Source: an optimization exercise on an open RTL-to-GDS flow (aim: small area and a short achievable clock period). Production flows keep margins and buffers that such runs may drop. Only simulation tests tie the RTL to the original design; equivalence was not proved. Power figures rest on the tool's default switching activity, not on a simulated workload.

## the reference run
==> flow/design.v (excerpt) <==
module joltage_select_sum #(
  parameter int MAX_K = 12,
  parameter int VAL_W = 40,
  parameter int SUM_W = 64,
  parameter int CNT_W = 32,
  localparam int KW   = $clog2(MAX_K+1)
)(
  input  logic             clk,
  input  logic             rst_n,
  input  logic [KW-1:0]    k_sel,
  input  logic [3:0]       in_digit,
  input  logic             in_last,
  input  logic             in_valid,
  output logic             in_ready,
  input  logic             sum_clr,
  output logic             line_valid,
  output logic [VAL_W-1:0] line_value,
  output logic             line_short,
  output logic [SUM_W-1:0] sum_out,
  output logic [CNT_W-1:0] lines_done,
  output logic [2:0]       error
);
  logic [MAX_K-1:0][3:0] dig, cand;
  logic [MAX_K-1:1] shf_q, asc_nxt, shf_nxt;
  logic [VAL_W-1:0] val_p, val_g, va_nxt, vb_nxt;
  logic [VAL_W-1:0] val;
  logic [KW-1:0]    cnt, k_r, k_nxt;
  logic             live, fin, rdy, in_line;
  logic             acc, upd, clr, dig_ok, k_ok, short_l, add_ok;
  logic [VAL_W:0]   add_lo;
  logic [SUM_W-1:0] sum_nxt;
  logic             carry;
  logic [CNT_W-1:0] lines_nxt;
  logic [2:0]       err_set;
  assign in_ready = rdy;
  assign acc      = in_valid && in_ready;
  assign dig_ok   = (in_digit <= 4'd9);
  assign upd      = acc && dig_ok;
  assign clr      = fin || !live;
  assign k_ok     = (k_sel != '0) && (k_sel <= KW'(MAX_K));
  assign short_l  = (cnt < k_r);
  assign add_ok   = fin && !short_l;
  function automatic logic dig_lt(input logic [3:0] a, input logic [3:0] b);
    logic lt3;
    lt3 = a[2:0] < b[2:0];
    dig_lt = (!a[3] && (b[3] || lt3)) || (b[3] && lt3);
  endfunction
  assign k_nxt = in_line ? k_r : (k_ok ? k_sel : KW'(MAX_K));
  always_comb begin
    cand[0] = (shf_q[1] || in_digit > dig[0]) ? in_digit : dig[0];
    for (int j = 1; j < MAX_K; j++)
  ...
Size in the first run: about 230 flip-flops, roughly 160 I/O pins.
==> flow/config.mk <==
export PLATFORM = sky130hd
export DESIGN_NAME = joltage_select_sum
export DESIGN_NICKNAME = joltage_select_sum
export VERILOG_FILES = /design/flow/design.v
export SDC_FILE = /design/flow/constraint.sdc
export NUM_CORES = 4
export LEC_CHECK = 0
export CAP_MARGIN = 20
export CORE_MARGIN = 2
export CORE_UTILIZATION = 55
export SETUP_SLACK_MARGIN = 4.0
export SLEW_MARGIN = 20
==> flow/constraint.sdc <==
create_clock -name core_clock -period 9.0 [get_ports {clk}]
set_input_delay 1.8000 -clock core_clock [delete_from_list [all_inputs] [get_ports {clk}]]
set_output_delay 1.8000 -clock core_clock [all_outputs]
set_load 0.01 [all_outputs]
standard.sh (not shown) runs the stock make flow with config.mk's settings and CLKGATE_MAP_FILE= SYNTH_SCRIPT=/design/flow/synth_recipe.tcl, a recipe that flattens the netlist after the stock synthesis.
==> flow/flow/run.sh <==
#!/bin/bash
set -euo pipefail
export BUFFER_PORTS_ARGS="-buffer_cell sky130_fd_sc_hd__buf_1"
export CTS_ARGS="-sink_clustering_enable -repair_clock_nets -dont_use_dummy_load -sink_clustering_size 24 -sink_clustering_max_diameter 100"
bash standard.sh finish > standard_flow.log 2>&1
## Diff of input files: the trial run against the reference run
- changing SETUP_SLACK_MARGIN from 4.0 to 4.3
- Across the trial run and the reference run, none had a timing, DRC or antenna violation.
- Register-to-register slack in the trial run is 200 ps higher than in the reference run
- Sort the trial run and the reference run by share of power burned in the clock network, descending, and the reference run comes first.
- The trial run — least setup slack across all paths after layout 100 ps higher, the reference run as reference
- Taking the reference run as the reference, in the trial run detailed-placement wirelength estimate essentially unchanged, layout-stage area growth over the synthesis result increased by 3.8 points relative to the old numbers.
- NOTE: total power in the trial run exceeds that of the reference run
- Final cell utilization of the core in the trial run vs the reference run: up 2.1 points
- The run with more routed wire is the trial run, not the reference run.
- From the reference run to the trial run the numbers moved as follows: setup slack at placement now larger, final area now larger.

Another version of the RTL of joltage_select_sum (not shown whole).
Size: roughly 1700 cells after synthesis, roughly 230 flip-flops, ~160 I/O pins, about 17000 µm² of cells after synthesis.
==> flow/config.mk <==
export PLATFORM = sky130hd
export DESIGN_NAME = joltage_select_sum
export DESIGN_NICKNAME = joltage_select_sum
export VERILOG_FILES = /design/flow/design.v
export SDC_FILE = /design/flow/constraint.sdc
export NUM_CORES = 4
export LEC_CHECK = 0
export CAP_MARGIN = 20
export CORE_MARGIN = 2
export CORE_UTILIZATION = 55
export PLACE_DENSITY = 0.7
export SETUP_SLACK_MARGIN = 4.4
export SLEW_MARGIN = 20
==> flow/constraint.sdc <==
create_clock -name core_clock -period 9.0 [get_ports {clk}]
set_input_delay 1.8000 -clock core_clock [delete_from_list [all_inputs] [get_ports {clk}]]
set_output_delay 1.8000 -clock core_clock [all_outputs]
set_load 0.01 [all_outputs]
==> flow/flow/run.sh <==
#!/bin/bash
set -euo pipefail
export BUFFER_PORTS_ARGS="-buffer_cell sky130_fd_sc_hd__buf_1"
export CTS_ARGS="-sink_clustering_enable -repair_clock_nets -dont_use_dummy_load"
bash standard.sh finish > standard_flow.log 2>&1
The first run completed without violations.
Next try:
PLACE_DENSITY = not set   (was 0.7)
SETUP_SLACK_MARGIN = 3.8   (was 4.4)
After rerunning: Register-to-register slack is worse by 0.52 ns; sequential share of layout area goes up by 1.8 points; total power goes down by a few percent; via count goes down by a few percent; wire length goes down by a few percent; final cell count goes down by a few percent; clock-buffer cell count goes up by 1; cell area goes down by a few percent; area after synthesis stays the same; hold slack is worse by 0.0034 ns; die area does not change.
Next try:
==> flow/flow/run.sh (replaced) <==
#!/bin/bash
set -euo pipefail
export BUFFER_PORTS_ARGS="-buffer_cell sky130_fd_sc_hd__buf_1"
export CTS_ARGS="-sink_clustering_enable -repair_clock_nets -dont_use_dummy_load -sink_clustering_size 24 -sink_clustering_max_diameter 100"
bash standard.sh finish > standard_flow.log 2>&1
SETUP_SLACK_MARGIN = 4.3   (was 3.8)
Outcome: The changed run finished clean; cell area rose by 2.1%; clock skew drops by 0.011 ns; sequential cell count stays the same; die area is unchanged.

Setup of JK:
joltage_select_sum, a different RTL version from the one above (not shown whole).
Size: ~250 flip-flops, ~160 I/O pins, roughly 0.019 sq mm of cells after synthesis.
clock: 9.0 ns
lec_check: 0
cap_margin: 20
core_margin: 2
core_utilization: 65
place_density: 0.75
setup_slack_margin: 4.0
slew_margin: 20
==> flow/flow/run.sh <==
#!/bin/bash
set -euo pipefail
export BUFFER_PORTS_ARGS="-buffer_cell sky130_fd_sc_hd__buf_1"
export CTS_ARGS="-sink_clustering_enable -repair_clock_nets -dont_use_dummy_load"
bash standard.sh finish > standard_flow.log 2>&1
For MS, these inputs were changed with respect to JK:
# JK
export LEC_CHECK = 0
export CAP_MARGIN = 20
export CORE_MARGIN = 2
export CORE_UTILIZATION = 65
export PLACE_DENSITY = 0.75
export SETUP_SLACK_MARGIN = 4.0
export SLEW_MARGIN = 20
create_clock -name core_clock -period 9.0 [get_ports {clk}]
# MS
export LEC_CHECK = 0
export CAP_MARGIN = 20
export CORE_MARGIN = 2
export CORE_UTILIZATION = 55
export SETUP_SLACK_MARGIN = 4.5
export SLEW_MARGIN = 20
create_clock -name core_clock -period 9.0 [get_ports {clk}]
==> flow/flow/run.sh <==
#!/bin/bash
set -euo pipefail
export BUFFER_PORTS_ARGS="-buffer_cell sky130_fd_sc_hd__buf_1"
bash standard.sh finish > standard_flow.log 2>&1
## What came out
Each of the runs, namely JK and MS, reached the end of the flow and came out clean. Area enclosed by the die boundary in MS vs JK: up 18%. Compared with JK, in MS internal power moved up, proportion of power drawn by the clock network now larger. Power drawn by the clock network: higher on MS. MS packs its core more loosely than JK. Changes observed in MS relative to JK: clock-buffer cell count has increased; setup slack after layout has decreased.

RTL: one of the versions met above, not the one the previous note started from.
Size in the first run: ~230 flip-flops, roughly 160 I/O pins, about 0.017 mm² of cells after synthesis.
==> flow/config.mk <==
export PLATFORM = sky130hd
export DESIGN_NAME = joltage_select_sum
export DESIGN_NICKNAME = joltage_select_sum
export VERILOG_FILES = /design/flow/design.v
export SDC_FILE = /design/flow/constraint.sdc
export NUM_CORES = 4
export LEC_CHECK = 0
export CAP_MARGIN = 20
export CORE_MARGIN = 2
export CORE_UTILIZATION = 55
export SETUP_SLACK_MARGIN = 4.0
export SLEW_MARGIN = 20
==> flow/constraint.sdc <==
create_clock -name core_clock -period 9.0 [get_ports {clk}]
set_input_delay 1.8000 -clock core_clock [delete_from_list [all_inputs] [get_ports {clk}]]
set_output_delay 1.8000 -clock core_clock [all_outputs]
set_load 0.01 [all_outputs]
==> flow/flow/run.sh <==
#!/bin/bash
set -euo pipefail
export BUFFER_PORTS_ARGS="-buffer_cell sky130_fd_sc_hd__buf_1"
export CTS_ARGS="-sink_clustering_enable -repair_clock_nets -dont_use_dummy_load"
bash standard.sh finish > standard_flow.log 2>&1
Rerun with:
==> flow/flow/run.sh (replaced) <==
#!/bin/bash
set -euo pipefail
export BUFFER_PORTS_ARGS="-buffer_cell sky130_fd_sc_hd__buf_1"
export CTS_ARGS="-sink_clustering_enable -repair_clock_nets -dont_use_dummy_load -sink_clustering_size 24 -sink_clustering_max_diameter 100"
bash standard.sh finish > standard_flow.log 2>&1
--- a/flow/config.mk
+++ b/flow/config.mk
@@ -9,4 +9,4 @@
 export CORE_MARGIN = 2
 export CORE_UTILIZATION = 55
-export SETUP_SLACK_MARGIN = 4.0
+export SETUP_SLACK_MARGIN = 4.1
 export SLEW_MARGIN = 20
After rerunning: The changed run produced a clean layout; hold slack is worse by 0.0035 ns; setup slack gains 0.11 ns; die area is unchanged; count of clock-buffer cells in the layout goes down by 13; via count stays flat; design area shrinks by 0.49%; global-route usage came out higher by 0.15 points; combinational power rises by about 3%.
Rerun with:
==> flow/flow/run.sh (replaced) <==
#!/bin/bash
set -euo pipefail
export BUFFER_PORTS_ARGS="-buffer_cell sky130_fd_sc_hd__buf_1"
export CTS_ARGS="-sink_clustering_enable -repair_clock_nets -dont_use_dummy_load"
bash standard.sh finish > standard_flow.log 2>&1
Outcome: The new run passed the timing, design-rule and antenna checks; total power rises by 7.4%; first-iteration DRC count rises by 8.1%; sequential power stays flat; via count rises by 0.42%; clock skew falls by 0.019 ns.
Rerun with:
==> flow/flow/run.sh (replaced) <==
#!/bin/bash
set -euo pipefail
export BUFFER_PORTS_ARGS="-buffer_cell sky130_fd_sc_hd__buf_1"
export CTS_ARGS="-sink_clustering_enable -repair_clock_nets -dont_use_dummy_load -sink_clustering_size 24 -sink_clustering_max_diameter 100"
bash standard.sh finish > standard_flow.log 2>&1
--- a/flow/config.mk
+++ b/flow/config.mk
@@ -9,4 +9,5 @@
 export CORE_MARGIN = 2
 export CORE_UTILIZATION = 55
+export GPL_ROUTABILITY_DRIVEN = 0
 export SETUP_SLACK_MARGIN = 4.1
 export SLEW_MARGIN = 20
- count of clock-buffer cells in the layout went down by 13
- worst hold slack gains 0.014 ns
- die area stays the same
- register-to-register slack loses 0.09 ns
- final area went down by 2.7%
- routed wire length went down by 1.9%

joltage_select_sum, a different RTL version from the one above (not shown whole).
Size: roughly 160 I/O pins, roughly 18,000 µm² of cells after synthesis.
// joltage_select_sum
module joltage_select_sum #(
  parameter int MAX_K = 12,
  parameter int VAL_W = 40,
  parameter int SUM_W = 64,
  parameter int CNT_W = 32,
  localparam int KW   = $clog2(MAX_K+1)
)(
  input  logic             clk,
  input  logic             rst_n,
  input  logic [KW-1:0]    k_sel,
  input  logic [3:0]       in_digit,
  input  logic             in_last,
  input  logic             in_valid,
  output logic             in_ready,
  input  logic             sum_clr,
  output logic             line_valid,
  output logic [VAL_W-1:0] line_value,
  output logic             line_short,
  output logic [SUM_W-1:0] sum_out,
  output logic [CNT_W-1:0] lines_done,
  output logic [2:0]       error
);
clock: 9.0 ns
lec_check: 0
cap_margin: 20
core_margin: 2
core_utilization: 55
setup_slack_margin: 4.4
slew_margin: 20
==> flow/flow/run.sh <==
#!/bin/bash
set -euo pipefail
export BUFFER_PORTS_ARGS="-buffer_cell sky130_fd_sc_hd__buf_1"
export CTS_ARGS="-sink_clustering_enable -repair_clock_nets -dont_use_dummy_load"
bash standard.sh finish > standard_flow.log 2>&1
Rerun with:
Settings changed: SETUP_SLACK_MARGIN 4.4 to 4.7.
=> The changed run produced a clean layout. Global-route usage increases by 0.20 points. Synthesized area does not change. Via count increases by 4.5%. Register-to-register slack got worse by 40 ps. Combinational power increases by 14%. Clock power increases by 3.0%. Non-clock buffer count increases by 71. Design area increases by 7.6%. Clock skew increases by 16 ps. Maximum frequency decreases by 2.2%. Wire length increases by 4.6%.

joltage_select_sum with an RTL version that a note above also has.
Size: roughly 230 flip-flops, ~160 I/O pins, about 17000 um2 of cells after synthesis.
// joltage_select_sum
module joltage_select_sum #(
  parameter int MAX_K = 12,
  parameter int VAL_W = 40,
  parameter int SUM_W = 64,
  parameter int CNT_W = 32,
  localparam int KW   = $clog2(MAX_K+1)
)(
  input  logic             clk,
  input  logic             rst_n,
  input  logic [KW-1:0]    k_sel,
  input  logic [3:0]       in_digit,
  input  logic             in_last,
  input  logic             in_valid,
  output logic             in_ready,
  input  logic             sum_clr,
  output logic             line_valid,
  output logic [VAL_W-1:0] line_value,
  output logic             line_short,
  output logic [SUM_W-1:0] sum_out,
  output logic [CNT_W-1:0] lines_done,
  output logic [2:0]       error
);
  logic [MAX_K-1:0][3:0] dig, cand;
  logic [MAX_K-1:1] shf_q, asc_nxt, shf_nxt;
  logic [VAL_W-1:0] val_p, val_g, va_nxt, vb_nxt;
  logic [VAL_W-1:0] val;
  logic [KW-1:0]    cnt, k_r, k_nxt;
  logic             live, fin, rdy, in_line;
  ...
clock: 9.0 ns
lec_check: 0
cap_margin: 20
core_margin: 2
core_utilization: 60
setup_slack_margin: 4.1
slew_margin: 20
==> flow/flow/run.sh <==
#!/bin/bash
set -euo pipefail
export BUFFER_PORTS_ARGS="-buffer_cell sky130_fd_sc_hd__buf_1"
export CTS_ARGS="-sink_clustering_enable -repair_clock_nets -dont_use_dummy_load -sink_clustering_size 24 -sink_clustering_max_diameter 100"
bash standard.sh finish > standard_flow.log 2>&1
Change:
==> flow/flow/run.sh (replaced) <==
#!/bin/bash
set -euo pipefail
export BUFFER_PORTS_ARGS="-buffer_cell sky130_fd_sc_hd__buf_1"
export CTS_ARGS="-sink_clustering_enable -repair_clock_nets -dont_use_dummy_load -sink_clustering_size 32 -sink_clustering_max_diameter 120"
bash standard.sh finish > standard_flow.log 2>&1
Settings changed: CORE_UTILIZATION 60 to 55.
Result:
- The new run ran to the end with no violations
- flip-flop and latch count is unchanged
- non-clock buffer count climbs by 5
- sequential power is about the same
- final area climbs by 0.54%
- fmax climbs by 1.4%
- hold slack hardly moves
Change:
==> flow/flow/run.sh (replaced) <==
#!/bin/bash
set -euo pipefail
export BUFFER_PORTS_ARGS="-buffer_cell sky130_fd_sc_hd__buf_1"
export CTS_ARGS="-sink_clustering_enable -repair_clock_nets -dont_use_dummy_load"
bash standard.sh finish > standard_flow.log 2>&1
Settings changed: SETUP_SLACK_MARGIN 4.1 to 4.4.
Effect: Global-route usage rose by 0.99 points; total power rose by about 12%; first-iteration DRC count fell by about 10%; setup slack gets better by 0.084 ns; wire length rose by about 5%; sequential cell count does not change; hold slack gets better by 0.0035 ns; non-clock buffer count rose by 56; synthesized area does not change; via count rose by 3.0%; clock skew rose by 0.0087 ns.

== west ==
joltage_select_sum with an RTL version that a note above also has.
For scale: roughly 1900 cells after synthesis, about 19000 sq um of cells after synthesis.
export LEC_CHECK = 0
export CAP_MARGIN = 20
export CORE_MARGIN = 2
export CORE_UTILIZATION = 55
export SETUP_SLACK_MARGIN = 4.0
export SLEW_MARGIN = 20
create_clock -name core_clock -period 9.0 [get_ports {clk}]
==> flow/flow/run.sh <==
#!/bin/bash
set -euo pipefail
export BUFFER_PORTS_ARGS="-buffer_cell sky130_fd_sc_hd__buf_1"
bash standard.sh finish > standard_flow.log 2>&1
Setup changes, west to middle
==> flow/flow/run.sh <==
#!/bin/bash
set -euo pipefail
export BUFFER_PORTS_ARGS="-buffer_cell sky130_fd_sc_hd__buf_1"
export CTS_ARGS="-sink_clustering_enable -repair_clock_nets -dont_use_dummy_load"
bash standard.sh finish > standard_flow.log 2>&1
### Flow results
- middle | stages: all done | timing, DRC, antenna: all pass
- Diff middle..west | global-route usage | negligible
- From middle to west, number of max-capacitance violations reported did not move at all.
- Re maximum clock rate: west and middle aren't equal, and the higher value belongs to middle.
- Re setup slack: west was lower than middle.
- STATUS time the final worst path needs with I/O delays and setup: middle wins against west

[afterwards: timing with drivers on the ports]
The results above use ideal ports. As a check the final layouts listed here were re-extracted and re-timed, cells and wires unchanged.
Step 1 sets driving cells, clkbuf_16 on the clock port and buf_2 on the other inputs (assumed; they add their load-dependent delay and slew).
Step 2, shift: input delay + t, output delay - t, t = (earliest + latest rising clock arrival at the registers) / 2. This alone moves slack from input paths to output paths.
Three values: ideal ports, drivers, drivers and shift; two values: the first two.
run | t (ns) | setup WS [ns] | worst register clock-pin slew, ns
the reference run | 0.526 | 4.184 / 4.146 / 3.717 | 0.10 / 0.10
the trial run | 0.536 | 4.286 / 4.233 / 3.993 | 0.10 / 0.10
the first run of note 2 | 0.578 | 4.232 / 4.180 / 4.047 | 0.06 / 0.06
the second run of note 2 | 0.574 | 3.929 / 3.929 / 3.497 | 0.06 / 0.06
the third run of note 2 | 0.526 | 4.367 / 4.316 / 3.950 | 0.10 / 0.10
JK | 0.579 | 3.913 / 3.866 / 4.145 | 0.06 / 0.06
MS | 0.616 | 3.862 / 3.810 / 3.988 | 0.06 / 0.06
the first run of note 4 | 0.582 | 4.143 / 4.143 / 3.693 | 0.06 / 0.06
the second run of note 4 | 0.538 | 4.252 / 4.198 / 3.834 | 0.10 / 0.10
the third run of note 4 | 0.582 | 4.262 / 4.258 / 3.752 | 0.06 / 0.06
the fourth run of note 4 | 0.530 | 4.170 / 4.170 / 3.789 | 0.10 / 0.10
the first run of note 5 | 0.586 | 4.307 / 4.253 / 4.002 | 0.06 / 0.06
the second run of note 5 | 0.597 | 4.202 / 4.148 / 4.167 | 0.06 / 0.06
the first run of note 6 | 0.530 | 4.187 / 4.151 / 3.790 | 0.10 / 0.10
the second run of note 6 | 0.528 | 4.252 / 4.221 / 3.826 | 0.12 / 0.12
the third run of note 6 | 0.579 | 4.336 / 4.282 / 4.026 | 0.06 / 0.06
west | 0.609 | 3.936 / 3.886 / 4.189 | 0.06 / 0.06
middle | 0.593 | 3.973 / 3.922 / 4.200 | 0.06 / 0.06
After both steps every run listed still meets setup and hold. The setup slack of the third run of note 4, which loses most, moves by -0.004 ns with the drivers and by -0.510 ns with both steps.
